This design comes from an exercise in tuning for small area on the open sky130 flow, not from production work.
Where RTL was checked, it was by simulation tests only, not by an equivalence proof against the original.
Function not checked in run 3: the RTL went through the layout flow alone.
Power is estimated from default activity; no workload was simulated.

<file path="flow/flow/run.sh">
#!/bin/bash
# The standard layout (the standard.sh: standard synthesis and ORFS
# through finish), except that the input and output port buffers that
# global placement inserts are the smallest buffer, buf_1, rather than the
# cell buffer_ports picks by default (clkdlybuf4s50_1, 10 um2 each).
set -euo pipefail
export BUFFER_PORTS_ARGS="-buffer_cell sky130_fd_sc_hd__buf_1"
bash standard.sh > standard_flow.log 2>&1
</file>
<file path="flow/standard.sh">
#!/bin/bash
# synth_recipe.tcl (not shown) runs the flow's synth.tcl, then flattens the netlist and writes it again
# the make line also repeats each setting of config.mk as NAME=value (left out here)
make -C /OpenROAD-flow-scripts/flow DESIGN_CONFIG=/design/flow/config.mk WORK_HOME=/design/flow/orfs CLKGATE_MAP_FILE= SYNTH_SCRIPT=/design/flow/synth_recipe.tcl "${@:-finish}"
</file>
<file path="flow/config.mk">
export PLATFORM = sky130hd
export DESIGN_NAME = exec_unit
export DESIGN_NICKNAME = exec_unit
export VERILOG_FILES = /design/flow/design.v
export SDC_FILE = /design/flow/constraint.sdc
export NUM_CORES = 4
export LEC_CHECK = 0
export ABC_AREA = 1
export CAP_MARGIN = 20
export CORE_MARGIN = 2
export CORE_UTILIZATION = 40
export SLEW_MARGIN = 20
</file>
<file path="flow/constraint.sdc">
create_clock -name core_clock -period 8.0 [get_ports {clk}]
set_input_delay 1.6000 -clock core_clock [delete_from_list [all_inputs] [get_ports {clk}]]
set_output_delay 1.6000 -clock core_clock [all_outputs]
set_load 0.01 [all_outputs]
</file>
<file path="flow/design.v">
module exec_unit (
  input  logic        clk,
  input  logic        reset,
  input  logic        valid_in,
  input  logic [3:0]  Aluop,
  input  logic [1:0]  SHTOp,
  input  logic [31:0] srca,
  input  logic [31:0] srcb,
  input  logic [4:0]  shamt,
  input  logic        shvar,
  input  logic        mfhi,
  input  logic        mflo,
  output logic [31:0] result,
  output logic        valid_out,
  output logic        overflow,
  output logic        busy,
  output logic [31:0] hi,
  output logic [31:0] lo
);
  logic [31:0] r_result;    
  logic        r_valid_out;
  logic        r_overflow;
  logic        r_busy;
  logic [31:0] r_hi;
  logic [31:0] r_lo;
  logic [4:0]  r_count;
  logic        r_is_div;
  logic        r_signed;
  logic        r_neg_q;     
  logic        r_neg_r;     
  logic        w_acc;
  logic        w_is_md;
  logic        w_md_signed;
  logic        w_a_neg;      
  logic        w_sub;
  logic        w_last;
  assign w_acc       = valid_in && !r_busy;
  assign w_is_md     = !mfhi && !mflo && (SHTOp == 2'b00) &&
                       ((Aluop[3:1] == 3'b101) || (Aluop[3:1] == 3'b110));
  assign w_md_signed = !Aluop[0];
  assign w_a_neg     = Aluop[2] && w_md_signed && srca[31];
  assign w_sub       = !Aluop[2] && (Aluop[1] ^ Aluop[3]);
  assign w_last      = (r_count == 5'd31);
  logic [32:0] w_a;
  logic [32:0] w_braw;
  logic        w_ben;
  logic        w_binv;
  logic        w_cin;
  logic [32:0] w_b;
  logic [32:0] w_g;
  logic [32:0] w_p;
  logic [33:0] w_c;
  logic [32:0] w_s;
  logic        w_m_en;
  logic        w_m_inv;
  assign w_m_en  = r_is_div ? !w_last : r_lo[0];
  assign w_m_inv = r_is_div ? (!(r_signed && r_result[31]) ^ r_neg_r) : (r_signed && w_last);
  logic        w_a_idle;
  logic        w_a_div;
  logic        w_a_mul;
  assign w_a_idle = !r_busy;
  assign w_a_div  = r_busy && r_is_div;
  assign w_a_mul  = r_busy && !r_is_div;
  assign w_a    = ({33{w_a_idle}} & {Aluop[0] && srca[31], srca}) |
                  ({33{w_a_div}}  & {r_hi, r_lo[31] || w_last}) |
                  ({33{w_a_mul}}  & {r_signed && r_hi[31], r_hi});
  assign w_braw = ({33{w_a_idle}} & {Aluop[0] && srcb[31], srcb}) |
                  ({33{r_busy}}   & {r_signed && r_result[31], r_result});
  assign w_ben  = r_busy ? w_m_en : !w_is_md;
  assign w_binv = r_busy ? (w_m_en && w_m_inv) : (w_is_md ? w_a_neg : w_sub);
  assign w_cin  = r_busy ? (w_m_en ? w_m_inv : (r_is_div && r_neg_r)) : (!w_is_md && w_sub);
  assign w_b = (w_braw & {33{w_ben}}) ^ {33{w_binv}};
  assign w_g = w_a & w_b;
  assign w_p = w_a ^ w_b;
  assign w_c[0] = w_cin;
  genvar k;
  for (k = 0; k < 8; k++) begin : g_cla
    logic [3:0] gg;
    logic [3:0] pp;
    logic       cg;
    assign gg = w_g[4*k +: 4];
    assign pp = w_p[4*k +: 4];
    assign cg = w_c[4*k];
    assign w_c[4*k+1] = gg[0] | (pp[0] & cg);
    assign w_c[4*k+2] = gg[1] | (pp[1] & gg[0]) | (pp[1] & pp[0] & cg);
    assign w_c[4*k+3] = gg[2] | (pp[2] & gg[1]) | (pp[2] & pp[1] & gg[0]) |
                        (pp[2] & pp[1] & pp[0] & cg);
    assign w_c[4*k+4] = gg[3] | (pp[3] & gg[2]) | (pp[3] & pp[2] & gg[1]) |
                        (pp[3] & pp[2] & pp[1] & gg[0]) | ((&pp) & cg);
  end
  assign w_c[33] = w_g[32] | (w_p[32] & w_c[32]);
  assign w_s = w_p ^ w_c[32:0];
  logic        w_alu;        
  logic        w_op;         
  logic        w_lui;
  logic        w_left;
  logic        w_fill;
  logic [4:0]  w_amt;
  logic [31:0] w_shin;
  logic [31:0] w_shr;
  logic [31:0] w_shl;
  assign w_alu  = !mfhi && !mflo;
  assign w_op   = w_alu && (SHTOp == 2'b00);
  assign w_lui  = (Aluop == 4'b1110);
  assign w_left = (SHTOp == 2'b01) || (SHTOp == 2'b00 && w_lui);
  assign w_fill = SHTOp[1] && SHTOp[0] && srcb[31];
  assign w_amt  = (SHTOp == 2'b00) ? {w_lui, 4'b0000} : (shvar ? srca[4:0] : shamt);
  always_comb begin
    for (int i = 0; i < 32; i++) w_shin[i] = w_left ? srcb[31-i] : srcb[i];
  end
  always_comb begin
    logic [31:0] t;
    t = w_shin;
    if (w_amt[4]) t = {{16{w_fill}}, t[31:16]};
    if (w_amt[3]) t = {{8{w_fill}}, t[31:8]};
    if (w_amt[2]) t = {{4{w_fill}}, t[31:4]};
    if (w_amt[1]) t = {{2{w_fill}}, t[31:2]};
    if (w_amt[0]) t = {w_fill, t[31:1]};
    w_shr = t;
    for (int i = 0; i < 32; i++) w_shl[i] = t[31-i];
  end
  logic        w_sel_hi;
  logic        w_sel_lo;
  logic        w_sel_shl;
  logic        w_sel_shr;
  logic        w_sel_sum;
  logic        w_sel_g;
  logic        w_sel_p;
  logic        w_sel_n;
  logic        w_sel_slt;
  logic [31:0] w_result;
  logic        w_overflow;
  assign w_sel_hi  = mfhi;
  assign w_sel_lo  = !mfhi && mflo;
  assign w_sel_shl = w_alu && w_left;
  assign w_sel_shr = w_alu && !w_left && ((SHTOp != 2'b00) || w_is_md);
  assign w_sel_sum = w_op && (Aluop[3:2] == 2'b00);
  assign w_sel_g   = w_op && (Aluop[3:1] == 3'b010);                       
  assign w_sel_p   = w_op && (Aluop[3:2] == 2'b01) && Aluop[0];            
  assign w_sel_n   = w_op && (Aluop == 4'b0110);                           
  assign w_sel_slt = w_op && (Aluop[3:1] == 3'b100);
  assign w_result = ({32{w_sel_hi}}  & r_hi) |
                    ({32{w_sel_lo}}  & r_lo) |
                    ({32{w_sel_shl}} & w_shl) |
                    ({32{w_sel_shr}} & w_shr) |
                    ({32{w_sel_sum}} & w_s[31:0]) |
                    ({32{w_sel_g}}   & w_g[31:0]) |
                    ({32{w_sel_p}}   & w_p[31:0]) |
                    ({32{w_sel_n}}   & ~(w_g[31:0] | w_p[31:0])) |
                    {31'd0, w_sel_slt && w_s[32]};
  assign w_overflow = w_op && (Aluop[3:2] == 2'b00) && Aluop[0] && (w_s[32] ^ w_s[31]);
  logic        w_d_zero;
  logic        w_d_one;      
  logic        w_n31;        
  logic        w_q31;
  logic        w_rem1;
  logic        w_neg_q;
  logic [31:0] w_hi_init;
  logic [31:0] w_lo_init;
  assign w_d_zero  = (srcb == 32'd0);
  assign w_d_one   = srcb[0] && ((srcb[31:1] == 31'd0) ||
                                 (w_md_signed && (srcb[31:1] == {31{1'b1}})));
  assign w_n31     = w_s[31] ^ w_a_neg;
  assign w_q31     = w_d_zero || (w_n31 && w_d_one);
  assign w_rem1    = w_n31 && !w_d_one;
  assign w_neg_q   = w_md_signed && (srca[31] ^ srcb[31]) && !w_d_zero;
  assign w_hi_init = Aluop[2] ? {{31{w_a_neg}}, w_rem1 ^ w_a_neg} : 32'd0;
  assign w_lo_init = Aluop[2] ? {w_s[30:0], w_q31 ^ w_neg_q} : w_s[31:0];
  logic        w_q;
  logic        w_qins;
  logic [31:0] w_lo_inc;
  logic        w_md_acc;
  logic        w_s_hold;
  logic        w_s_init;
  logic        w_s_dq;
  logic        w_s_dr;
  logic        w_s_sh;
  logic        w_s_dl;
  logic        w_s_ml;
  logic        w_s_fl;
  logic [31:0] w_hi_d;
  logic [31:0] w_lo_d;
  assign w_q    = w_s[32] ^ !r_neg_r;
  assign w_qins = w_q ^ r_neg_q;
  always_comb begin
    logic t;
    t = r_neg_q;
    for (int i = 0; i < 32; i++) begin
      w_lo_inc[i] = r_lo[i] ^ t;
      t = t & r_lo[i];
    end
  end
  assign w_md_acc = w_acc && w_is_md;
  assign w_s_hold = !reset && !r_busy && !w_md_acc;
  assign w_s_init = !reset && !r_busy && w_md_acc;
  assign w_s_dq   = !reset && w_a_div && !w_last && w_q;    
  assign w_s_dr   = !reset && w_a_div && !w_last && !w_q;   
  assign w_s_sh   = !reset && r_busy && (!r_is_div || w_last);
  assign w_s_dl   = !reset && w_a_div && !w_last;
  assign w_s_ml   = !reset && w_a_mul;
  assign w_s_fl   = !reset && w_a_div && w_last;
  assign w_hi_d = ({32{w_s_hold}} & r_hi) |
                  ({32{w_s_init}} & w_hi_init) |
                  ({32{w_s_dq}}   & w_s[31:0]) |
                  ({32{w_s_dr}}   & {r_hi[30:0], r_lo[31]}) |
                  ({32{w_s_sh}}   & w_s[32:1]);
  assign w_lo_d = ({32{w_s_hold}} & r_lo) |
                  ({32{w_s_init}} & w_lo_init) |
                  ({32{w_s_dl}}   & {r_lo[30:0], w_qins}) |
                  ({32{w_s_ml}}   & {w_s[0], r_lo[31:1]}) |
                  ({32{w_s_fl}}   & w_lo_inc);
  always_ff @(posedge clk) begin
    if (reset) begin
      r_valid_out <= 1'b0;
      r_busy      <= 1'b0;
      r_count     <= 5'd0;
    end else begin
      r_valid_out <= w_acc && !w_is_md;
      if (r_busy) begin
        r_count <= r_count + 5'd1;
        if (w_last) r_busy <= 1'b0;
      end else if (w_acc && w_is_md) begin
        r_busy <= 1'b1;
      end
    end
  end
  always_ff @(posedge clk) begin
    r_hi <= w_hi_d;
    r_lo <= w_lo_d;
  end
  always_ff @(posedge clk) begin
    r_overflow <= w_overflow;
    if (!r_busy) begin
      r_result <= w_result;
      r_is_div <= Aluop[2];
      r_signed <= w_md_signed;
      r_neg_q  <= w_neg_q;
      r_neg_r  <= w_a_neg;
    end
  end
  assign result    = r_result;
  assign valid_out = r_valid_out;
  assign overflow  = r_overflow;
  assign busy      = r_busy;
  assign hi        = r_hi;
  assign lo        = r_lo;
endmodule
</file>
==> flow_summary_export.csv, run 1 <==
group,metric,value,unit
route,wl_per_cell,21.3,um
grt,grt_use_met2,48.0,%
place,place.detailed.hpwl,41300,um
pwr,ir_drop,0.0850,mV
setup_path,end_kind,"flop",
sta,setup_tns,0,ns
yosys,synth-seq-area-share,19.9,%
place,port_buffers,179,
yosys,synth_area_leader_cell,"nand2_1",
floorplanning,rows,65,
grt,grt_pass1_wl,79800,um
clock_network,post_cts_buffers,0,
grt,grt.met1_usage,46.9,%
sta,layout_worst_path_cycle_share,86.6,%
setup_path,critPathKind,"flop to flop",
clock_network,clk_path_buf_depth,2,
grt,grt_max_degree,76,
yosys,synth_edf_count,36,
route,via_count,14700,
yosys,synth_nets,2159,
route,drt_iter0_drc,1785,
clock_network,cts_buffers,9,
floorplanning,dieWidth,182,um
sta,clock.fmax,144,MHz
clock_network,root_buffer,"clkbuf_16",
cells_and_area,final_cell_mix,"nand2_1 (411), inv_1 (288), o21ai_0 (215), buf_1 (179), nor2_1 (143)",
sta,fin_skew,0.0165,ns
route,firstDrtPassIters,6,
grt,grt-ovfl-total,0,
cells_and_area,fin_nets,2274,
floorplanning,initial_core_util,40.4,%
setup_path,cpMaxStageDelayCell,"edfxtp_1",
sta,hold_viol,0,
clock_network,path_clk_slew,0.09,ns
clock_network,cts_resized,0,
route,antenna_left,0,
sta,post-route-min-period,6.93,ns
yosys,ys_ff_latch,108,
yosys,syn_area,12600,um2
grt,grt_pass1_vias,13500,
floorplanning,die_area,33100,um2
route,totalWireLength,53000,um
yosys,synth_cells,1972,
yosys,synthArstFlopShare,0,%
job,drv_cap,0,
setup_path,crit_arrival,7.17,ns
clock_network,cts_sinks,108,
cells_and_area,diodes,0,
clock_network,clock_latency,0.38,ns
clock_network,cts_tree,"done",
cells_and_area,mostFrequentLayoutCell,"nand2_1",
sta,setup_viol,0,
place,gp_routability_congestion,0.967,
cells_and_area,syn2layout_area_growth,10.4,%
route,avgViaCountPerCell,5.89,
setup_path,r2r_setup_slack,1.07,ns
setup_path,start_kind,"flop",
clock_network,cts_htree_levels,3,
setup_path,crit_path_max_fanout,3,
sta,tightest_slew,0.961,ns
grt,met3_usage,3.43,%
yosys,netlist.area_leader.share,12.2,%
yosys,synthTopCellsByArea,"nand2_1 (12%), dfxtp_1 (11%), ha_1 (9.7%)",
pwr,powerDensity,143,nW/um2
yosys,yosysWarningCount,1,
sta,drv_slew,0,
route,drc,0,
pwr,p_leak,6.15,nW
sta,rsz0062_at_grt,"no",
worst_hold_path,hold_class,"flop to flop",
yosys,synth_ff_type,"dfxtp_1",
clock_network,holdBufCountCts,0,
yosys,syn_area_per_cell,6.41,um2
floorplanning,ioPinCount,180,
grt,grt_usage,31.4,%
grt,gr-max-usage-layer,"met2",
yosys,ys_types,51,
setup_path,cpMostUsedCell,"ha_1",
grt,antenna_found_initial,0,
sta,slew_headroom,35.8,%
pwr,p_total,2.00,mW
cells_and_area,fin_util,44.6,%
outcome,outcome,"finished clean",
floorplanning,core,31300,um2
setup_path,slowest_delay,0.42,ns
floorplanning,dieHeight,182,um
setup_path,cp.required,8.24,ns
cells_and_area,final_layout_size_suffix_gt1_share,5.45,%
## critical path, delay by kind of cell (launching register included)
kind	cells	cell delay (ns)
fa+ha+maj	31	5.81
simple gates	1	0.07
flops	1	0.42
compound gates	3	0.47
## cells by family after synthesis
| kind of cell | after synthesis | synth area share [%] |
|---|---|---|
| multiplexers | 25 | 1.98 |
| AO/OA/AOI/OAI | 554 | 26.8 |
| adder cells (fa/ha/maj) | 106 | 11.0 |
| buffers and inverters | 408 | 12.5 |
| XOR/XNOR | 53 | 3.67 |
| AND/OR/NAND/NOR | 718 | 24.1 |
| flip-flops | 108 | 19.9 |
## layer usage
| layer | wire length, um | up-vias |
|---|---|---|
| met1 | 24700 | 6944 |
| met5 | 0 | - |
| met3 | 4760 | 64 |
| met2 | 22600 | 775 |
| met4 | 964 | 0 |
| li1 | - | 6903 |
## final timing paths
path | cells after the start | startpoint | to
min | 2 | r_count[0]$_SDFFE_PP0P_ | r_count[0]$_SDFFE_PP0P_
min reg2reg | 2 | r_count[0]$_SDFFE_PP0P_ | r_count[0]$_SDFFE_PP0P_
max | 35 | r_neg_q$_DFFE_PN_ | r_lo[30]$_DFF_P_
max reg2reg | 35 | r_neg_q$_DFFE_PN_ | r_lo[30]$_DFF_P_
## cell usage after synthesis (25+ instances only)
cell type / n
edfxtp_1: 36
ha_1: 98
nor3_1: 33
o22ai_1: 47
a221oi_1: 32
clkbuf_1: 76
xor2_1: 42
nand3_1: 52
mux2i_1: 25
o21ai_0: 215
nor2_1: 145
a21oi_1: 123
inv_1: 289
o211ai_1: 34
nand2_1: 411
dfxtp_1: 72
## registers in the layout (all words and copies together) (netlist names)
register     cells
r_neg_q          1
r_overflow       1
r_is_div         1
r_valid_out      1
r_busy           1
r_lo            32
r_hi            32
r_count          5
r_neg_r          1
r_result        32
r_signed         1
## where the power goes
| group | total, mW | switching [mW] | internal [mW] |
|---|---|---|---|
| Clock | 0.480 | 0.254 | 0.226 |
| Combinational | 0.902 | 0.648 | 0.255 |
| Sequential | 0.617 | 0.0239 | 0.593 |
| Total | 2.00 | 0.926 | 1.07 |
## through the flow
step                      instances  setup WS (ns)  instance area [um2]  hold WS (ns)
after floorplan                1972           1.60                12600         0.474
after global placement         2478           1.19                13700         0.472
after detailed placement       2478           1.03                13700         0.497
after CTS                      2494           1.13                14000         0.511
after global routing           2494          0.764                14000         0.539
final                          2494           1.07                14000         0.501
## area by class of cell
type / count / area (um2)
timing repair buffer: 211 / 925
inverter: 301 / 1130
clock buffer: 11 / 243
multi-input combinational: 1456 / 8590
fill: 3409 / 17400
sequential: 108 / 2520
clock inverter: 5 / 40.0
tap: 402 / 503
==> run 2, diff against run 1 <==
--- a/flow/design.v
+++ b/flow/design.v
@@ -108,14 +108,13 @@
   always_comb begin
-    for (int i = 0; i < 32; i++) w_shin[i] = w_left ? srcb[31-i] : srcb[i];
-  end
-  always_comb begin
-    logic [31:0] t;
-    t = w_shin;
-    if (w_amt[4]) t = {{16{w_fill}}, t[31:16]};
-    if (w_amt[3]) t = {{8{w_fill}}, t[31:8]};
-    if (w_amt[2]) t = {{4{w_fill}}, t[31:4]};
-    if (w_amt[1]) t = {{2{w_fill}}, t[31:2]};
-    if (w_amt[0]) t = {w_fill, t[31:1]};
-    w_shr = t;
-    for (int i = 0; i < 32; i++) w_shl[i] = t[31-i];
+    logic [62:0] t;
+    logic [4:0]  sa;
+    sa = w_left ? ~w_amt : w_amt;
+    t  = w_left ? {srcb, 31'd0} : {{31{w_fill}}, srcb};
+    if (sa[4]) t = t >> 16;
+    if (sa[3]) t = t >> 8;
+    if (sa[2]) t = t >> 4;
+    if (sa[1]) t = t >> 2;
+    if (sa[0]) t = t >> 1;
+    w_shr = t[31:0];
+    w_shl = 32'd0;
   end
@@ -135,3 +134,3 @@
   assign w_sel_shl = w_alu && w_left;
-  assign w_sel_shr = w_alu && !w_left && ((SHTOp != 2'b00) || w_is_md);
+  assign w_sel_shr = w_alu && (w_left || (SHTOp != 2'b00) || w_is_md);
   assign w_sel_sum = w_op && (Aluop[3:2] == 2'b00);
@@ -146,5 +145,5 @@
                     ({32{w_sel_sum}} & w_s[31:0]) |
-                    ({32{w_sel_g}}   & w_g[31:0]) |
-                    ({32{w_sel_p}}   & w_p[31:0]) |
-                    ({32{w_sel_n}}   & ~(w_g[31:0] | w_p[31:0])) |
+                    ({32{w_sel_g}}   & srca & srcb) |
+                    ({32{w_sel_p}}   & (srca ^ srcb)) |
+                    ({32{w_sel_n}}   & ~srca & ~srcb) |
                     {31'd0, w_sel_slt && w_s[32]};
==> flow/flow/run.sh (replaced) <==
#!/bin/bash
# The standard layout (the standard.sh: ORFS synthesis through finish)
# with two changes:
# - synthesis runs flow/synth.tcl, which is synth_recipe.tcl with an
#   area-oriented abc script for the combinational logic;
# - the port buffers that global placement inserts are buf_1, the smallest
#   buffer, instead of buffer_ports' default pick (clkdlybuf4s50_1).
# standard_flow.log in the work folder holds the whole make output; ORFS
# writes each tool's own log under orfs/logs/.
set -euo pipefail
W=$PWD
export BUFFER_PORTS_ARGS="-buffer_cell sky130_fd_sc_hd__buf_1"
export FLOW_SYNTH_TCL="$W/synth_recipe.tcl"
export MY_ABC_SCRIPT="$W/flow/abc_area.script"
bash standard.sh SYNTH_SCRIPT="$W/flow/synth.tcl" finish > "$W/standard_flow.log" 2>&1
==> flow/flow/abc_area.script (new file) <==
strash
dch
amap
topo
==> flow/flow/synth.tcl (new file) <==
# The standard synthesis script (synth_recipe.tcl, which sources ORFS's
# synth.tcl), with one change: the final abc technology mapping of the
# combinational logic runs flow/abc_area.script (area-oriented mapping with
# amap, no buffering or sizing: placement's repair_design and the timing
# repair steps buffer and size the netlist). Registers are untouched.
proc abc {args} {
  set i [lsearch -exact $args -script]
  if { $i >= 0 } { lset args [expr {$i + 1}] $::env(MY_ABC_SCRIPT) }
  puts "abc with flow/abc_area.script: $args"
  yosys abc {*}$args
}
source $::env(FLOW_SYNTH_TCL)
==> flow_summary_export.csv, run 2 <==
group,metric,value,unit
floorplanning,rows,60,
clock_network,cts_buffers,9,
grt,grt-ovfl-total,0,
cells_and_area,final_cell_mix,"nor2_1 (211), buf_1 (179), clkinv_1 (164), o22ai_1 (101), nand2_1 (100)",
yosys,synth_area_leader_cell,"dfxtp_1",
cells_and_area,final_cell_area,12900,um2
yosys,synth-seq-area-share,23.2,%
setup_path,start_kind,"primary input",
route,wl_per_cell,25.4,um
clock_network,path_clk_slew,0.09,ns
route,antenna_left,0,
clock_network,cts_htree_levels,3,
grt,grt_pass1_vias,13000,
setup_path,slowest_delay,0.39,ns
grt,grt_max_degree,64,
yosys,syn_area_per_cell,7.58,um2
yosys,synth_edf_count,36,
floorplanning,initial_core_util,40.6,%
floorplanning,dieWidth,169,um
setup_path,critPathKind,"primary input to flop",
setup_path,cpMostUsedCell,"nor2_1",
yosys,yosysMostFrequentCell,"nor2_1",
yosys,yosysWarningCount,1,
clock_network,cts_sinks,108,
grt,grt_pass1_wl,77700,um
place,placed_cell_area,12500,um2
clock_network,cts_tree,"done",
sta,drv_slew,0,
sta,tightest_slew,1.06,ns
clock_network,root_buffer,"clkbuf_16",
yosys,synthArstFlopShare,0,%
yosys,syn_area,10900,um2
sta,hold_viol,0,
yosys,yosys-top-cells-count,"nor2_1 (214), clkinv_1 (166), o22ai_1 (102)",
route,totalWireLength,51500,um
sta,fin_skew,0.0199,ns
sta,slew_headroom,29.3,%
sta,clock.fmax,132,MHz
route,firstDrtPassIters,7,
clock_network,clk_path_buf_depth,2,
route,drc,0,
route,drt_iter0_drc,1701,
cells_and_area,reg_top3,"r_hi x32, r_lo x32, r_result x32",
cells_and_area,fin_nets,1837,
sta,layout_worst_path_cycle_share,94.8,%
sta,post-route-min-period,7.58,ns
pwr,p_total,1.91,mW
place,place.detailed.hpwl,36200,um
job,drv_cap,0,
grt,antenna_found_initial,0,
yosys,ys_types,45,
setup_path,crit_path_max_fanout,10,
sta,setup_viol,0,
yosys,synthTopCellsByArea,"dfxtp_1 (13%), edfxtp_1 (9.9%), ha_1 (7.6%)",
clock_network,holdBufCountCts,0,
pwr,ir_drop,0.0982,mV
place,port_buffers,179,
floorplanning,core,26800,um2
sta,holdWs,0.466,ns
pwr,p_leak,4.59,nW
cells_and_area,final_layout_size_suffix_gt1_share,5.81,%
yosys,ys_ff_latch,108,
yosys,netlist.area_leader.share,13.3,%
floorplanning,ioPinCount,180,
clock_network,clock_latency,0.39,ns
pwr,powerDensity,148,nW/um2
grt,grt_usage,35.2,%
route,avgViaCountPerCell,6.85,
sta,setup_tns,0,ns
worst_hold_path,hold_class,"flop to flop",
setup_path,crit_arrival,7.85,ns
setup_path,cpMaxStageDelayCell,"a311oi_2",
setup_path,cp.required,8.27,ns
setup_path,end_kind,"flop",
outcome,outcome,"finished clean",
yosys,synth_ff_type,"dfxtp_1",
yosys,synth_nets,1589,
cells_and_area,syn2layout_area_growth,18.5,%
floorplanning,die_area,28500,um2
place,gp_routability_congestion,0.989,
cells_and_area,mostFrequentLayoutCell,"nor2_1",
cells_and_area,diodes,0,
floorplanning,dieHeight,169,um
yosys,synth_cells,1434,
route,via_count,13900,
## run 2: cell types whose count changed after synthesis, sizes merged, moves of 41 or more
cell    delta
o22ai     +55
o21ai    -128
o221a     +41
a21oi     -63
xor2      -42
inv      -295
nand3     -46
nor2      +66
clkbuf    -76
o22a      +61
nand2    -340
o221ai    +64
clkinv   +160
o211ai    -44
## run 2: final timing paths
path / startpoint / endpoint / slack [ns] / depth (start not counted)
setup / recovery: Aluop[3] / r_lo[0]$_DFF_P_ / 0.42 / 31
hold / removal: r_count[3]$_SDFFE_PP0P_ / r_count[3]$_SDFFE_PP0P_ / 0.47 / 2
setup reg to reg: r_lo[0]$_DFF_P_ / r_lo[31]$_DFF_P_ / 0.60 / 35
hold reg to reg: r_count[3]$_SDFFE_PP0P_ / r_count[3]$_SDFFE_PP0P_ / 0.47 / 2
## run 2: through the flow
| stage | std cells | setup slack [ns] | util [%] |
|---|---|---|---|
| after floorplan | 1434 | 0.0566 | - |
| after global placement | 2010 | -0.0185 | 46.7 |
| after detailed placement | 2010 | -0.188 | 46.7 |
| after CTS | 2026 | 0.179 | 47.9 |
| after global routing | 2028 | -0.00993 | 48.0 |
| final | 2028 | 0.416 | 48.0 |
## run 2: power breakdown
group          internal (mW)  total [mW]  leakage [nW]  switching (mW)
Sequential             0.594       0.614          1.01          0.0196
Combinational          0.259       0.770          3.43           0.512
Clock                  0.259       0.523         0.153           0.264
Total                   1.11        1.91          4.59           0.795
## run 2: repair_timing
action	4_1_cts	5_1_grt
endpoints found under the setup margin	0	34
setup buffers	0	2
resized for setup	0	4
## run 2: kinds of logic (layout without fill, tap and decap cells)
family | count (synthesis) | after routing | synth area share (%)
flops | 108 | 108 | 23.2
compound gates | 670 | 670 | 45.8
simple gates | 416 | 416 | 16.2
fa+ha+maj | 74 | 74 | 9.07
buf+inv | 166 | 419 | 5.73
## run 2: final cells by class
class / instances / area (um2)
repair buffers: 237 / 1120
clock buffers: 11 / 243
clock inverters: 5 / 67.6
multi-input cells: 1160 / 7870
fillers: 2780 / 13900
flip-flops and latches: 108 / 2520
inverters: 166 / 629
well taps: 341 / 427
## run 2: critical path, delay by kind of cell
family	cells	cell delay (ns)
AO/OA/AOI/OAI	19	4.29
adder cells (fa/ha/maj)	1	0.37
buffers and inverters	4	0.62
AND/OR/NAND/NOR	7	0.94
## run 2: layer usage
metal	wire length [um]	vias to the layer above	global-route usage, %
li1	-	6329	-
met1	22200	6530	48.9
met2	22100	877	53.4
met3	4880	160	5.54
met4	2310	0	16.3
met5	0	-	0
==> run 3, diff against run 2 <==
--- a/flow/design.v
+++ b/flow/design.v
@@ -131,12 +131,13 @@
   logic        w_overflow;
-  assign w_sel_hi  = mfhi;
-  assign w_sel_lo  = !mfhi && mflo;
-  assign w_sel_shl = w_alu && w_left;
-  assign w_sel_shr = w_alu && (w_left || (SHTOp != 2'b00) || w_is_md);
-  assign w_sel_sum = w_op && (Aluop[3:2] == 2'b00);
-  assign w_sel_g   = w_op && (Aluop[3:1] == 3'b010);                       
-  assign w_sel_p   = w_op && (Aluop[3:2] == 2'b01) && Aluop[0];            
-  assign w_sel_n   = w_op && (Aluop == 4'b0110);                           
-  assign w_sel_slt = w_op && (Aluop[3:1] == 3'b100);
-  assign w_result = ({32{w_sel_hi}}  & r_hi) |
+  assign w_sel_hi  = !r_busy && mfhi;
+  assign w_sel_lo  = !r_busy && !mfhi && mflo;
+  assign w_sel_shl = !r_busy && w_alu && w_left;
+  assign w_sel_shr = !r_busy && w_alu && (w_left || (SHTOp != 2'b00) || w_is_md);
+  assign w_sel_sum = !r_busy && w_op && (Aluop[3:2] == 2'b00);
+  assign w_sel_g   = !r_busy && w_op && (Aluop[3:1] == 3'b010);                       
+  assign w_sel_p   = !r_busy && w_op && (Aluop[3:2] == 2'b01) && Aluop[0];            
+  assign w_sel_n   = !r_busy && w_op && (Aluop == 4'b0110);                           
+  assign w_sel_slt = !r_busy && w_op && (Aluop[3:1] == 3'b100);
+  assign w_result = ({32{r_busy}} & r_result) |
+                    ({32{w_sel_hi}}  & r_hi) |
                     ({32{w_sel_lo}}  & r_lo) |
@@ -231,9 +232,7 @@
     r_overflow <= w_overflow;
-    if (!r_busy) begin
-      r_result <= w_result;
-      r_is_div <= Aluop[2];
-      r_signed <= w_md_signed;
-      r_neg_q  <= w_neg_q;
-      r_neg_r  <= w_a_neg;
-    end
+    r_result <= w_result;
+    r_is_div <= (r_busy && r_is_div) || (!r_busy && Aluop[2]);
+    r_signed <= (r_busy && r_signed) || (!r_busy && w_md_signed);
+    r_neg_q  <= (r_busy && r_neg_q)  || (!r_busy && w_neg_q);
+    r_neg_r  <= (r_busy && r_neg_r)  || (!r_busy && w_a_neg);
   end
==> flow_summary_export.csv, run 3 <==
group,metric,value,unit
outcome,outcome,"finished clean",
route,firstDrtPassIters,6,
cells_and_area,final_layout_size_suffix_gt1_share,6.21,%
yosys,synth_top_family_by_area,"compound AO/OA/AOI/OAI gates",
sta,post-route-min-period,7.49,ns
setup_path,rr_worst_depth,35,
setup_path,cpMaxStageDelayCell,"a2111oi_0",
yosys,synth_ff_type,"dfxtp_1",
cells_and_area,syn2layout_area_growth,19.1,%
yosys,ys_ff_latch,108,
yosys,synth_nets,1662,
sta,layout_worst_path_cycle_share,93.6,%
route,drc,0,
route,drt_iter0_drc,1779,
place,gp_routability_congestion,1.01,
sta,drv_slew,0,
clock_network,cts_sinks,108,
route,wl_per_cell,24.4,um
worst_hold_path,hold_class,"flop to flop",
pwr,p_switching,771,uW
yosys,synthArstFlopShare,0,%
place,placed_cell_area,12600,um2
floorplanning,die_area,28300,um2
pwr,p_sw_share,42.5,%
grt,grt-ovfl-total,0,
route,totalWireLength,51500,um
yosys,synthXorXnorAreaFrac,0,%
yosys,synthTopCellsByArea,"dfxtp_1 (19%), nor2_1 (8.9%), ha_1 (7.6%)",
sta,fin_skew,0.0146,ns
cells_and_area,fillers,2803,
grt,antenna_found_initial,0,
setup_path,start_kind,"flop",
sta,setup_tns,0,ns
cells_and_area,diodes,0,
yosys,yosysWarningCount,1,
yosys,synth_compound_area_share,45.0,%
cells_and_area,final_cell_area,12900,um2
pwr,seqPwrFrac,32.2,%
pwr,p_leak,4.58,nW
grt,grt_pass1_wl,78600,um
cells_and_area,reg_top3,"r_hi x32, r_lo x32, r_result x32",
job,drv_cap,0,
sta,worst_slack,0.509,ns
cells_and_area,fin_nets,1923,
worst_hold_path,hold_depth,1,
yosys,synth_area_leader_cell,"dfxtp_1",
pwr,powerDensity,141,nW/um2
pwr,comb_power_share,41.8,%
pwr,ir_drop,0.0737,mV
floorplanning,ioPinCount,180,
setup_path,cp.required,8.23,ns
route,avgViaCountPerCell,6.67,
clock_network,post_cts_buffers,0,
place,place.detailed.hpwl,37000,um
grt,grt_usage,35.4,%
yosys,synth-simple-area-share,19.8,%
pwr,intPower,1.04,mW
floorplanning,core,26700,um2
yosys,ys_types,45,
yosys,synth_adder_area_share,9.12,%
setup_path,crit_arrival,7.72,ns
sta,rsz0062_at_grt,"no",
sta,setup_viol,0,
floorplanning,dieWidth,168,um
place,place_ws,-0.0679,ns
clock_network,cts_htree_levels,3,
floorplanning,initial_core_util,40.4,%
yosys,yosysMostFrequentCell,"nor2_1",
route,antenna_left,0,
yosys,netlist.area_leader.share,19.3,%
place,port_buffers,179,
sta,slew_headroom,24.8,%
clock_network,clock_latency,0.38,ns
pwr,pwr-share-clk,26.1,%
grt,grt_pass1_vias,13400,
sta,hold_viol,0,
yosys,yosys-top-cells-count,"nor2_1 (257), clkinv_1 (164), nand2_1 (107)",
grt,grt_max_degree,45,
setup_path,cpMostUsedCell,"ha_1",
clock_network,cts_tree,"done",
clock_network,cts_buffers,9,
yosys,synthMuxAreaShare,0,%
sta,tightest_slew,1.12,ns
setup_path,end_kind,"flop",
floorplanning,rows,60,
setup_path,critPathKind,"flop to flop",
route,via_count,14100,
yosys,synth_cells,1507,
cells_and_area,final_cell_mix,"nor2_1 (253), buf_1 (179), clkinv_1 (163), nand2_1 (106), dfxtp_1 (103)",
yosys,syn_area,10800,um2
setup_path,slowest_delay,0.52,ns
cells_and_area,fin_util,48.2,%
sta,clock.fmax,134,MHz
cells_and_area,mostFrequentLayoutCell,"nor2_1",
yosys,synth-seq-area-share,20.4,%
clock_network,path_clk_slew,0.09,ns
clock_network,root_buffer,"clkbuf_16",
setup_path,crit_path_max_fanout,3,
floorplanning,dieHeight,168,um
clock_network,clk_path_buf_depth,2,
yosys,syn_area_per_cell,7.17,um2
yosys,synth_edf_count,4,
==> run 3: changes by cell type in the layout (fill, tap and decap cells not counted), sizes merged, moves of 9 or more <==
cell,change
dfxtp,+32
nor3,+26
o31ai,-10
edfxtp,-32
o22ai,-21
buf,+13
nor2,+43
o311ai,+12
nor4,+9
a2111oi,+9
a21oi,+21
==> run 3: area by class of cell <==
class / count / area, um2 / area share (%)
clock buffers: 11 / 243 / 1.89
clock inverters: 4 / 32.5 / 0.253
inverters: 164 / 617 / 4.79
multi-input cells: 1235 / 8120 / 63.1
flip-flops and latches: 108 / 2200 / 17.1
well taps: 341 / 427 / 3.32
repair buffers: 250 / 1230 / 9.56
==> run 3: per-layer routing <==
layer	up-vias	routed length, um	GRT usage [%]
li1	6534	-	-
met1	6566	21200	47.4
met2	842	22900	56.7
met3	149	5250	6.28
met4	0	2140	13.9
met5	-	0	0
==> run 3: what timing repair did <==
item | in CTS | in global routing
hold buffers | 0 | 0
gates resized for setup | 0 | 6
endpoints found under the setup margin | 0 | 34
==> run 3: path summary, 6_finish.rpt <==
| path | start | to | slack, ns |
|---|---|---|---|
| max | flop | r_lo[31]$_DFF_P_ | 0.51 |
| min | r_count[3]$_SDFFE_PP0P_ | r_count[3]$_SDFFE_PP0P_ | 0.48 |
| max reg2reg | flop | r_lo[31]$_DFF_P_ | 0.51 |
| min reg2reg | r_count[3]$_SDFFE_PP0P_ | r_count[3]$_SDFFE_PP0P_ | 0.48 |
==> run 3: through the flow <==
stage               hold WS [ns]  std cells  total power [mW]
global placement           0.451       2098              1.33
finish                     0.475       2113              1.81
global route               0.507       2113              1.91
CTS                        0.475       2113              1.80
detailed placement         0.457       2098              1.33
floorplan                  0.424       1507              1.06
==> run 3: cells by family (layout without fill, tap and decap cells) <==
family | after synthesis | after routing
AOI/OAI and AO/OA | 658 | 658
adders and majority gates | 74 | 74
and+or+nand+nor | 503 | 503
DFF | 108 | 108
buffers and inverters | 164 | 429
==> run 3: worst max-delay path: cells and delay by family (launching register included) <==
kind / cells / cell delay (ns)
flip-flops: 1 / 0.46
AO/OA/AOI/OAI: 3 / 0.78
AND/OR/NAND/NOR: 1 / 0.09
adder cells (fa/ha/maj): 31 / 6.01
==> run 3: power groups by stage <==
stage          combinational, mW  clock [mW]  sequential (mW)
2_1_floorplan              0.460           0            0.600
3_3_place_gp               0.732           0            0.595
3_5_place_dp               0.734           0            0.595
4_1_cts                    0.738       0.477            0.583
5_1_grt                    0.829       0.496            0.586
6_report                   0.758       0.473            0.584
==> run 4, diff against run 3 <==
--- a/flow/design.v
+++ b/flow/design.v
@@ -64,3 +64,3 @@
   assign w_a    = ({33{w_a_idle}} & {Aluop[0] && srca[31], srca}) |
-                  ({33{w_a_div}}  & {r_hi, r_lo[31] || w_last}) |
+                  ({33{w_a_div}}  & {r_hi, r_lo[30] || w_last}) |
                   ({33{w_a_mul}}  & {r_signed && r_hi[31], r_hi});
@@ -98,5 +98,3 @@
   logic [4:0]  w_amt;
-  logic [31:0] w_shin;
   logic [31:0] w_shr;
-  logic [31:0] w_shl;
   assign w_alu  = !mfhi && !mflo;
@@ -118,3 +116,2 @@
     w_shr = t[31:0];
-    w_shl = 32'd0;
   end
@@ -122,3 +119,2 @@
   logic        w_sel_lo;
-  logic        w_sel_shl;
   logic        w_sel_shr;
@@ -133,3 +129,2 @@
   assign w_sel_lo  = !r_busy && !mfhi && mflo;
-  assign w_sel_shl = !r_busy && w_alu && w_left;
   assign w_sel_shr = !r_busy && w_alu && (w_left || (SHTOp != 2'b00) || w_is_md);
@@ -143,3 +138,2 @@
                     ({32{w_sel_lo}}  & r_lo) |
-                    ({32{w_sel_shl}} & w_shl) |
                     ({32{w_sel_shr}} & w_shr) |
@@ -167,3 +161,3 @@
   assign w_hi_init = Aluop[2] ? {{31{w_a_neg}}, w_rem1 ^ w_a_neg} : 32'd0;
-  assign w_lo_init = Aluop[2] ? {w_s[30:0], w_q31 ^ w_neg_q} : w_s[31:0];
+  assign w_lo_init = {Aluop[2] ? (w_q31 ^ w_neg_q) : w_s[31], w_s[30:0]};
   logic        w_q;
@@ -186,3 +180,3 @@
     logic t;
-    t = r_neg_q;
+    t = r_neg_q && w_a_div && w_last;
     for (int i = 0; i < 32; i++) begin
@@ -204,9 +198,8 @@
                   ({32{w_s_dq}}   & w_s[31:0]) |
-                  ({32{w_s_dr}}   & {r_hi[30:0], r_lo[31]}) |
+                  ({32{w_s_dr}}   & {r_hi[30:0], r_lo[30]}) |
                   ({32{w_s_sh}}   & w_s[32:1]);
-  assign w_lo_d = ({32{w_s_hold}} & r_lo) |
+  assign w_lo_d = ({32{w_s_hold || w_s_fl}} & w_lo_inc) |
                   ({32{w_s_init}} & w_lo_init) |
-                  ({32{w_s_dl}}   & {r_lo[30:0], w_qins}) |
-                  ({32{w_s_ml}}   & {w_s[0], r_lo[31:1]}) |
-                  ({32{w_s_fl}}   & w_lo_inc);
+                  ({32{w_s_dl}}   & {r_lo[31], r_lo[29:0], w_qins}) |
+                  ({32{w_s_ml}}   & {w_s[0], r_lo[31:1]});
   always_ff @(posedge clk) begin
@@ -233,6 +226,8 @@
     r_result <= w_result;
-    r_is_div <= (r_busy && r_is_div) || (!r_busy && Aluop[2]);
-    r_signed <= (r_busy && r_signed) || (!r_busy && w_md_signed);
-    r_neg_q  <= (r_busy && r_neg_q)  || (!r_busy && w_neg_q);
-    r_neg_r  <= (r_busy && r_neg_r)  || (!r_busy && w_a_neg);
+    if (!r_busy) begin
+      r_is_div <= Aluop[2];
+      r_signed <= w_md_signed;
+      r_neg_q  <= w_neg_q;
+      r_neg_r  <= w_a_neg;
+    end
   end
==> flow_summary_export.csv, run 4 <==
group,metric,value,unit
sta,fin_skew,0.0130,ns
clock_network,path_clk_slew,0.08,ns
place,gp_routability_congestion,0.969,
cells_and_area,diodes,0,
floorplanning,rows,59,
yosys,ys_types,46,
yosys,synth_edf_count,4,
grt,grt_pass1_wl,79100,um
cells_and_area,fin_util,50.1,%
sta,holdWs,0.471,ns
setup_path,end_kind,"flop",
worst_hold_path,hold_class,"flop to flop",
yosys,yosys-top-cells-count,"nor2_1 (270), clkinv_1 (166), o21ai_0 (147)",
yosys,synth_area_leader_cell,"dfxtp_1",
route,wl_per_cell,24.3,um
cells_and_area,reg_top3,"r_hi x32, r_lo x32, r_result x32",
grt,antenna_found_initial,1,
clock_network,cts_buffers,9,
sta,hold_viol,0,
yosys,synth-seq-area-share,20.9,%
floorplanning,dieHeight,166,um
pwr,powerDensity,146,nW/um2
route,via_count,14100,
yosys,synth_cells,1511,
sta,setup_viol,0,
grt,grt_usage,36.3,%
clock_network,cts_sinks,108,
sta,slew_headroom,23.1,%
clock_network,clk_path_buf_depth,2,
grt,grt_pass1_vias,13300,
sta,rsz0062_at_grt,"yes",
sta,post-route-min-period,7.68,ns
yosys,synthArstFlopShare,0,%
clock_network,root_buffer,"clkbuf_16",
floorplanning,core,26000,um2
sta,layout_worst_path_cycle_share,96.1,%
route,drt_iter0_drc,1891,
route,totalWireLength,52100,um
setup_path,slowest_delay,0.36,ns
setup_path,r2r_setup_slack,0.40,ns
pwr,p_leak,4.75,nW
setup_path,cpMaxStageDelayCell,"a221o_1",
floorplanning,ioPinCount,180,
route,antenna_left,0,
route,drc,0,
setup_path,cp.required,8.22,ns
setup_path,critPathKind,"primary input to flop",
yosys,syn_area,10600,um2
setup_path,start_kind,"primary input",
yosys,synth_nets,1665,
setup_path,cpMostUsedCell,"clkinv_2",
yosys,synth_ff_type,"dfxtp_1",
floorplanning,initial_core_util,40.6,%
cells_and_area,fin_nets,1958,
setup_path,crit_arrival,7.90,ns
grt,grt_max_degree,53,
pwr,p_total,1.90,mW
clock_network,cts_tree,"done",
yosys,ys_ff_latch,108,
sta,drv_slew,0,
job,drv_cap,0,
sta,tightest_slew,1.15,ns
cells_and_area,syn2layout_area_growth,23.3,%
yosys,yosysMostFrequentCell,"nor2_1",
grt,grt-ovfl-total,0,
floorplanning,die_area,27700,um2
route,firstDrtPassIters,8,
outcome,outcome,"finished clean",
floorplanning,dieWidth,166,um
sta,clock.fmax,130,MHz
route,avgViaCountPerCell,6.58,
yosys,syn_area_per_cell,6.99,um2
yosys,synthTopCellsByArea,"dfxtp_1 (20%), nor2_1 (9.6%), ha_1 (7.7%)",
yosys,netlist.area_leader.share,19.7,%
cells_and_area,final_layout_size_suffix_gt1_share,8.97,%
setup_path,crit_path_max_fanout,10,
clock_network,clock_latency,0.37,ns
yosys,yosysWarningCount,1,
clock_network,cts_htree_levels,3,
place,place.detailed.hpwl,37300,um
place,port_buffers,179,
cells_and_area,mostFrequentLayoutCell,"nor2_1",
pwr,ir_drop,0.0731,mV
cells_and_area,final_cell_mix,"nor2_1 (266), buf_1 (179), clkinv_1 (156), o21ai_0 (138), nand2_1 (115)",
[run 4: per-stage QoR]
step           cell area [um2]  std cells  TNS [ns]  setup WS [ns]
2_1_floorplan            10700       1511         0         0.0127
6_report                 13000       2142         0          0.316
4_1_cts                  12900       2140         0          0.132
5_1_grt                  13000       2142    -0.724         -0.264
3_5_place_dp             12700       2126     -1.53         -0.226
3_3_place_gp             12700       2126    -0.181         -0.135
[run 4: area by class of cell]
type                            count  area [um2]
Multi-Input combinational cell   1237        7990
Fill cell                        2737       13000
Sequential cell                   108        2200
Timing Repair Buffer              282        1500
Inverter                          166         639
Clock buffer                       10         229
Clock inverter                      4        51.3
Tap cell                          335         419
[run 4: power by group]
| part | internal, mW | total, mW | switching (mW) |
|---|---|---|---|
| clock | 0.241 | 0.484 | 0.243 |
| combinational | 0.298 | 0.834 | 0.536 |
| sequential | 0.565 | 0.585 | 0.0205 |
[run 4: logic make-up after synthesis]
group | Yosys count | synth area share [%]
buffers and inverters | 166 | 5.90
DFF | 108 | 20.9
AOI/OAI and AO/OA | 692 | 45.6
and+or+nand+nor | 472 | 18.4
adders and majority gates | 73 | 9.22
[run 4: metal layers]
layer	part of all wire [%]	wire, um	global-route usage (%)
met1	41	21500	49.4
met2	44	22800	56.8
met5	0.029	15	0
met3	11	5540	5.87
met4	4.4	2280	16.1
[run 4: worst paths after layout]
path	to	from	cells after the start
hold reg to reg	r_count[3]$_SDFFE_PP0P_	r_count[3]$_SDFFE_PP0P_	1
setup / recovery	r_lo[31]$_DFF_P_	Aluop[3]	38
setup reg to reg	r_lo[31]$_DFF_P_	r_count[0]$_SDFFE_PP0P_	40
hold / removal	r_count[3]$_SDFFE_PP0P_	r_count[3]$_SDFFE_PP0P_	1
[run 4: timing repair]
action	CTS	global route
buffers inserted	0	2
resized for setup	0	8
hold buffers	0	0
setup endpoints to repair	0	35
[run 4: critical path, delay by kind of cell]
kind / cells / cell delay (ns)
adder cells (fa/ha/maj): 1 / 0.29
AO/OA/AOI/OAI: 19 / 3.80
buffers and inverters: 11 / 1.32
AND/OR/NAND/NOR: 7 / 0.88
==> run 5, diff against run 4 <==
==> flow/flow/abc_area.script (replaced) <==
strash
dch
amap -F 4 -A 8
topo
==> flow_summary_export.csv, run 5 <==
group,metric,value,unit
setup_path,cpMaxStageDelayCell,"dfxtp_1",
sta,tightest_slew,1.13,ns
place,placed_cell_area,11900,um2
grt,antenna_found_initial,0,
route,drt_iter0_drc,1932,
setup_path,rr_worst_depth,38,
yosys,synthXorXnorAreaFrac,0,%
grt,gr-max-usage-layer,"met2",
outcome,outcome,"finished clean",
yosys,synthMuxAreaShare,0,%
sta,setup_tns,0,ns
cells_and_area,final_layout_size_suffix_gt1_share,6.28,%
yosys,ys_types,42,
route,firstDrtPassIters,7,
route,via_count,13700,
grt,met3_usage,7.58,%
sta,post-route-min-period,7.70,ns
floorplanning,rows,58,
yosys,yosys-top-cells-count,"o21ai_0 (190), clkinv_1 (167), nor2_1 (123)",
setup_path,path_depth,38,
grt,grt_usage,36.6,%
floorplanning,dieWidth,164,um
setup_path,path_buf_inv,1,
cells_and_area,fin_cells,1955,
sta,hold_viol,0,
grt,grt_pass1_wl,75000,um
clock_network,root_buffer,"clkbuf_16",
yosys,synthArstFlopShare,0,%
cells_and_area,final_cell_mix,"o21ai_0 (180), buf_1 (179), clkinv_1 (166), nor2_1 (116), dfxtp_1 (103)",
yosys,synth_ff_type,"dfxtp_1",
cells_and_area,multi_input_area,7520,um2
floorplanning,initial_core_util,40.7,%
grt,grt-ovfl-total,0,
setup_path,cp.required,8.23,ns
route,wl_per_cell,26.0,um
cells_and_area,final_cell_area,12300,um2
yosys,syn_area,10200,um2
cells_and_area,diodes,0,
yosys,synth_adder_area_share,9.52,%
cells_and_area,mostFrequentLayoutCell,"o21ai_0",
yosys,synth-seq-area-share,21.5,%
setup_path,crit_path_max_fanout,4,
yosys,synthTopCellsByArea,"dfxtp_1 (20%), o21ai_0 (9.3%), ha_1 (8.0%)",
job,drv_cap,0,
worst_hold_path,hold_class,"flop to flop",
place,dp_cells,1935,
yosys,yosysMostFrequentCell,"o21ai_0",
cells_and_area,fin_util,48.8,%
route,totalWireLength,50900,um
yosys,synth_compound_area_share,52.2,%
floorplanning,ioPinCount,180,
clock_network,clk_path_buf_depth,2,
sta,slew_headroom,24.0,%
route,drc,0,
pwr,powerDensity,151,nW/um2
yosys,synth_edf_count,4,
cells_and_area,syn2layout_area_growth,19.8,%
setup_path,crit_arrival,7.92,ns
clock_network,cts_buffers,9,
yosys,yosysWarningCount,1,
yosys,synth-simple-area-share,10.6,%
route,avgViaCountPerCell,7.03,
pwr,p_leak,4.26,nW
setup_path,critPathKind,"flop to flop",
grt,grt_use_met2,56.2,%
setup_path,end_kind,"flop",
clock_network,path_clk_slew,0.09,ns
setup_path,cpMostUsedCell,"ha_1",
clock_network,clock_latency,0.37,ns
cells_and_area,fillers,2673,
sta,fin_skew,0.0143,ns
setup_path,cp_top_family,"adder cells",
grt,grt.met1_usage,48.3,%
cells_and_area,reg_top3,"r_hi x32, r_lo x32, r_result x32",
yosys,netlist.area_leader.share,20.4,%
cells_and_area,seq_area,2210,um2
clock_network,cts_htree_levels,3,
sta,holdWs,0.470,ns
setup_path,slowest_delay,0.33,ns
place,place.detailed.hpwl,36100,um
grt,grt_max_degree,57,
sta,clock.fmax,130,MHz
grt,grt_pass1_vias,12500,
floorplanning,core,25100,um2
setup_path,start_kind,"flop",
pwr,ir_drop,0.0730,mV
yosys,syn_area_per_cell,7.48,um2
worst_hold_path,hold_depth,1,
cells_and_area,fin_nets,1775,
yosys,synth_nets,1521,
yosys,synth_area_leader_cell,"dfxtp_1",
floorplanning,die_area,26900,um2
sta,layout_worst_path_cycle_share,96.2,%
place,port_buffers,179,
sta,drv_slew,0,
clock_network,cts_tree,"done",
route,antenna_left,0,
yosys,ys_ff_latch,108,
floorplanning,dieHeight,164,um
sta,setup_viol,0,
clock_network,cts_sinks,108,
yosys,synth_top_family_by_area,"compound AO/OA/AOI/OAI gates",
yosys,synth_cells,1367,
place,gp_routability_congestion,1.03,
-- run 5: logic make-up (layout without fill, tap and decap cells) --
kind of cell | Yosys count | in the layout
flops | 108 | 108
simple gates | 256 | 256
compound gates | 763 | 764
buf+inv | 167 | 424
fa+ha+maj | 73 | 73
-- run 5: path summary, 6_finish.rpt --
check	startpoint	endpoint	slack [ns]
min reg2reg	r_count[3]$_SDFFE_PP0P_	r_count[3]$_SDFFE_PP0P_	0.47
min	r_count[3]$_SDFFE_PP0P_	r_count[3]$_SDFFE_PP0P_	0.47
max	r_count[0]$_SDFFE_PP0P_	r_lo[30]$_DFF_P_	0.30
max reg2reg	r_count[0]$_SDFFE_PP0P_	r_lo[30]$_DFF_P_	0.30
-- run 5: timing repair --
| action | 4_1_cts | 5_1_grt |
|---|---|---|
| hold buffers | 0 | 0 |
| setup endpoints to repair | 0 | 34 |
| resized for setup | 0 | 8 |
| setup buffers | 0 | 3 |
| hold endpoints to repair | 0 | 0 |
-- run 5: power breakdown --
part	switching [mW]	total [mW]	internal, mW	leakage, nW
Combinational	0.513	0.781	0.268	3.24
Sequential	0.0238	0.588	0.565	0.889
Clock	0.234	0.477	0.243	0.132
-- run 5: stage by stage --
stage	total power, mW	worst slack [ns]
after floorplan	1.08	0.0126
after global placement	1.35	0.268
after detailed placement	1.35	0.0268
after CTS	1.83	0.370
after global routing	1.94	-0.000269
final	1.85	0.302
-- run 5: cell type report --
cell class | count | area share (%)
multi-input combinational | 1093 | 61.4
sequential | 108 | 18.0
timing repair buffer | 242 | 9.82
inverter | 167 | 5.13
tap | 330 | 3.37
clock buffer | 11 | 1.90
clock inverter | 4 | 0.419
-- run 5: layer usage --
metal	part of all wire, %	vias to the layer above	wire [um]
li1	-	6188	-
met1	40	6436	20200
met2	43	950	21900
met3	12	170	5940
met4	5.5	0	2780
met5	0	-	0
==> run 6, diff against run 5 <==
--- a/flow/flow/run.sh
+++ b/flow/flow/run.sh
@@ -2,3 +2,3 @@
 # The standard layout (the standard.sh: ORFS synthesis through finish)
-# with two changes:
+# with three changes:
 # - synthesis runs flow/synth.tcl, which is synth_recipe.tcl with an
@@ -6,3 +6,5 @@
 # - the port buffers that global placement inserts are buf_1, the smallest
-#   buffer, instead of buffer_ports' default pick (clkdlybuf4s50_1).
+#   buffer, instead of buffer_ports' default pick (clkdlybuf4s50_1);
+# - after global routing, repair_timing's power recovery (RECOVER_POWER)
+#   downsizes cells on paths that keep positive slack.
 # standard_flow.log in the work folder holds the whole make output; ORFS
@@ -14,2 +16,3 @@
 export MY_ABC_SCRIPT="$W/flow/abc_area.script"
+export RECOVER_POWER=100
 bash standard.sh SYNTH_SCRIPT="$W/flow/synth.tcl" finish > "$W/standard_flow.log" 2>&1
==> flow_summary_export.csv, run 6 <==
group,metric,value,unit
setup_path,r2r_setup_slack,0.32,ns
sta,clock.fmax,130,MHz
setup_path,critPathKind,"flop to flop",
yosys,ys_ff_latch,108,
setup_path,slowest_delay,0.33,ns
outcome,so.violations,"capacitance limit, slew limit",
floorplanning,dieWidth,164,um
yosys,syn_area_per_cell,7.48,um2
floorplanning,rows,58,
setup_path,cp.required,8.23,ns
place,place.detailed.hpwl,36100,um
route,via_count,13700,
route,firstDrtPassIters,9,
route,totalWireLength,50900,um
grt,grt_pass1_wl,75000,um
setup_path,r2r-start,"r_count[0]$_SDFFE_PP0P_",
cells_and_area,mostFrequentLayoutCell,"o21ai_0",
place,place_ws,0.0268,ns
sta,layout_worst_path_cycle_share,96.0,%
sta,tightest_slew,2.48,ns
sta,fin_skew,0.0155,ns
cells_and_area,syn2layout_area_growth,19.2,%
yosys,yosysMostFrequentCell,"o21ai_0",
outcome,outcome,"finished with violations",
yosys,synthTopCellsByArea,"dfxtp_1 (20%), o21ai_0 (9.3%), ha_1 (8.0%)",
grt,antenna_found_initial,0,
job,drv_cap,3,
worst_hold_path,hold_start,"r_count[3]$_SDFFE_PP0P_",
cells_and_area,fin_nets,1775,
floorplanning,ioPinCount,180,
clock_network,cts_buffers,9,
yosys,synth_nets,1521,
sta,drv_slew,127,
setup_path,cpMostUsedCell,"ha_1",
yosys,yosysWarningCount,1,
sta,setup_viol,0,
route,avgViaCountPerCell,7.03,
cells_and_area,final_layout_size_suffix_gt1_share,5.72,%
yosys,synthArstFlopShare,0,%
clock_network,cts_sinks,108,
setup_path,crit_start,"r_count[0]$_SDFFE_PP0P_",
floorplanning,core,25100,um2
sta,rsz0062_at_grt,"no",
yosys,syn_area,10200,um2
grt,grt_usage,36.6,%
sta,holdWs,0.470,ns
cells_and_area,fin_util,48.5,%
cells_and_area,diodes,0,
yosys,synth_edf_count,4,
grt,grt_max_degree,57,
grt,grt_pass1_vias,12500,
setup_path,crit_path_max_fanout,4,
sta,worst_slack,0.318,ns
clock_network,clk_path_buf_depth,2,
yosys,ys_types,42,
worst_hold_path,worstHoldEndpoint,"r_count[3]$_SDFFE_PP0P_",
pwr,p_total,1.84,mW
place,gp_routability_congestion,1.03,
sta,post-route-min-period,7.68,ns
route,antenna_left,0,
worst_hold_path,hold_depth,1,
yosys,yosys-top-cells-count,"o21ai_0 (190), clkinv_1 (167), nor2_1 (123)",
setup_path,crit_arrival,7.91,ns
route,drc,0,
floorplanning,dieHeight,164,um
clock_network,clock_latency,0.37,ns
grt,grt-ovfl-total,0,
pwr,p_leak,4.23,nW
sta,hold_viol,0,
setup_path,start_kind,"flop",
cells_and_area,final_cell_mix,"o21ai_0 (181), buf_1 (178), clkinv_1 (166), nor2_1 (117), dfxtp_1 (104)",
yosys,synth_ff_type,"dfxtp_1",
yosys,netlist.area_leader.share,20.4,%
pwr,ir_drop,0.0729,mV
floorplanning,die_area,26900,um2
clock_network,cts_htree_levels,3,
setup_path,rr_worst_depth,38,
yosys,synth_cells,1367,
floorplanning,initial_core_util,40.7,%
route,wl_per_cell,26.0,um
pwr,powerDensity,151,nW/um2
setup_path,r2r-end,"r_lo[30]$_DFF_P_",
yosys,synth_area_leader_cell,"dfxtp_1",
place,port_buffers,179,
clock_network,cts_tree,"done",
cells_and_area,reg_top3,"r_hi x32, r_lo x32, r_result x32",
clock_network,root_buffer,"clkbuf_16",
sta,slew_headroom,-65.4,%
yosys,synth-seq-area-share,21.5,%
setup_path,cpMaxStageDelayCell,"dfxtp_1",
worst_hold_path,hold_class,"flop to flop",
sta,setup_tns,0,ns
clock_network,path_clk_slew,0.09,ns
setup_path,end_kind,"flop",
route,drt_iter0_drc,1851,
[run 6: cell count changes in the layout (fill, tap and decap cells not counted), sizes merged]
cell,previous run,this run
clkbuf,11,23
buf,242,230
clkinv,167,166
clkinvlp,2,3
[run 6: power breakdown]
| part | total (mW) | internal [mW] | switching [mW] |
|---|---|---|---|
| combinational | 0.780 | 0.267 | 0.513 |
| clock | 0.476 | 0.243 | 0.233 |
| sequential | 0.589 | 0.565 | 0.0237 |
| total | 1.84 | 1.07 | 0.770 |
[run 6: area by class of cell]
class	instances	area, um2
Sequential cell	108	2200
Clock inverter	4	51.3
Clock buffer	11	233
Tap cell	330	413
Multi-Input combinational cell	1093	7510
Timing Repair Buffer	242	1150
Fill cell	2682	12900
Inverter	167	628
[run 6: cell families after synthesis]
family / Yosys count / share of synthesized area (%)
flops: 108 / 21.5
simple gates: 256 / 10.6
compound gates: 763 / 52.2
fa+ha+maj: 73 / 9.52
buf+inv: 167 / 6.13
[run 6: critical path, delay by kind of cell, from the launching register on]
family,cells,cell delay (ns)
flops,1,0.33
simple gates,2,0.22
buf+inv,1,0.09
fa+ha+maj,33,6.55
compound gates,2,0.35
[run 6: worst max-delay path by stage]
stage	endpoint	slack (ns)	cells after the start
2_1_floorplan	r_lo[30]$_DFF_P_	0.01	37
5_1_grt	r_lo[30]$_DFF_P_	0.01	38
6_report	r_lo[30]$_DFF_P_	0.32	38
3_3_place_gp	r_hi[31]$_DFF_P_	0.27	34
3_5_place_dp	r_hi[31]$_DFF_P_	0.03	34
4_1_cts	r_hi[31]$_DFF_P_	0.37	34
[run 6: what timing repair did]
item	CTS	global route
resized for setup	0	8
hold buffers	0	0
hold endpoints to repair	0	0
endpoints found under the setup margin	0	34
setup buffers	0	3
[run 6: layer usage]
| metal | global-route usage [%] | up-vias | wire (um) |
|---|---|---|---|
| met4 | 19.0 | 0 | 2800 |
| met1 | 48.3 | 6451 | 20200 |
| met2 | 56.2 | 914 | 22200 |
| li1 | - | 6192 | - |
| met5 | 0 | - | 0 |
| met3 | 7.58 | 178 | 5740 |
[run 6: metrics by stage]
stage               cell area (um2)  std cells
floorplan                     10300       1367
global placement              11900       1935
detailed placement            11900       1935
CTS                           12200       1950
global route                  12200       1955
finish                        12200       1955

port drivers added, routing unchanged:
No port has a modelled driver above. Below, the same layouts with a new extraction and two added sets of constraints.
Step 1 (the two cells are an assumption about what drives the block):
set clk [get_ports {clk}]
set_driving_cell -lib_cell sky130_fd_sc_hd__clkbuf_16 $clk
set_driving_cell -lib_cell sky130_fd_sc_hd__buf_2 [delete_from_list [all_inputs] $clk]
Step 2, shift: input delay + t, output delay - t, t = (earliest + latest rising clock arrival at the registers) / 2. This alone moves slack from input paths to output paths.
Slacks: ideal / step 1 / step 2; pairs: ideal / step 1.
run | t (ns) | slack for setup (ns) | latest minus earliest clock arrival (ns) | slew at the worst register clock pin (ns)
run 1 | 0.425 | 1.068 / 1.068 / 0.966 | 0.017 / 0.016 | 0.09 / 0.09
run 2 | 0.428 | 0.416 / 0.441 / 0.013 | 0.020 / 0.020 | 0.10 / 0.10
run 3 | 0.425 | 0.509 / 0.509 / 0.168 | 0.015 / 0.014 | 0.09 / 0.09
run 4 | 0.416 | 0.316 / 0.344 / -0.072 | 0.013 / 0.013 | 0.09 / 0.09
run 5 | 0.412 | 0.302 / 0.302 / 0.196 | 0.014 / 0.015 | 0.09 / 0.09
run 6 | 0.412 | 0.318 / 0.318 / 0.011 | 0.015 / 0.016 | 0.09 / 0.09
Met with ideal ports but missed after step 2: setup timing in run 4. For run 2, which loses most, drivers alone change the setup slack by +0.025 ns; drivers and shift together by -0.403 ns.
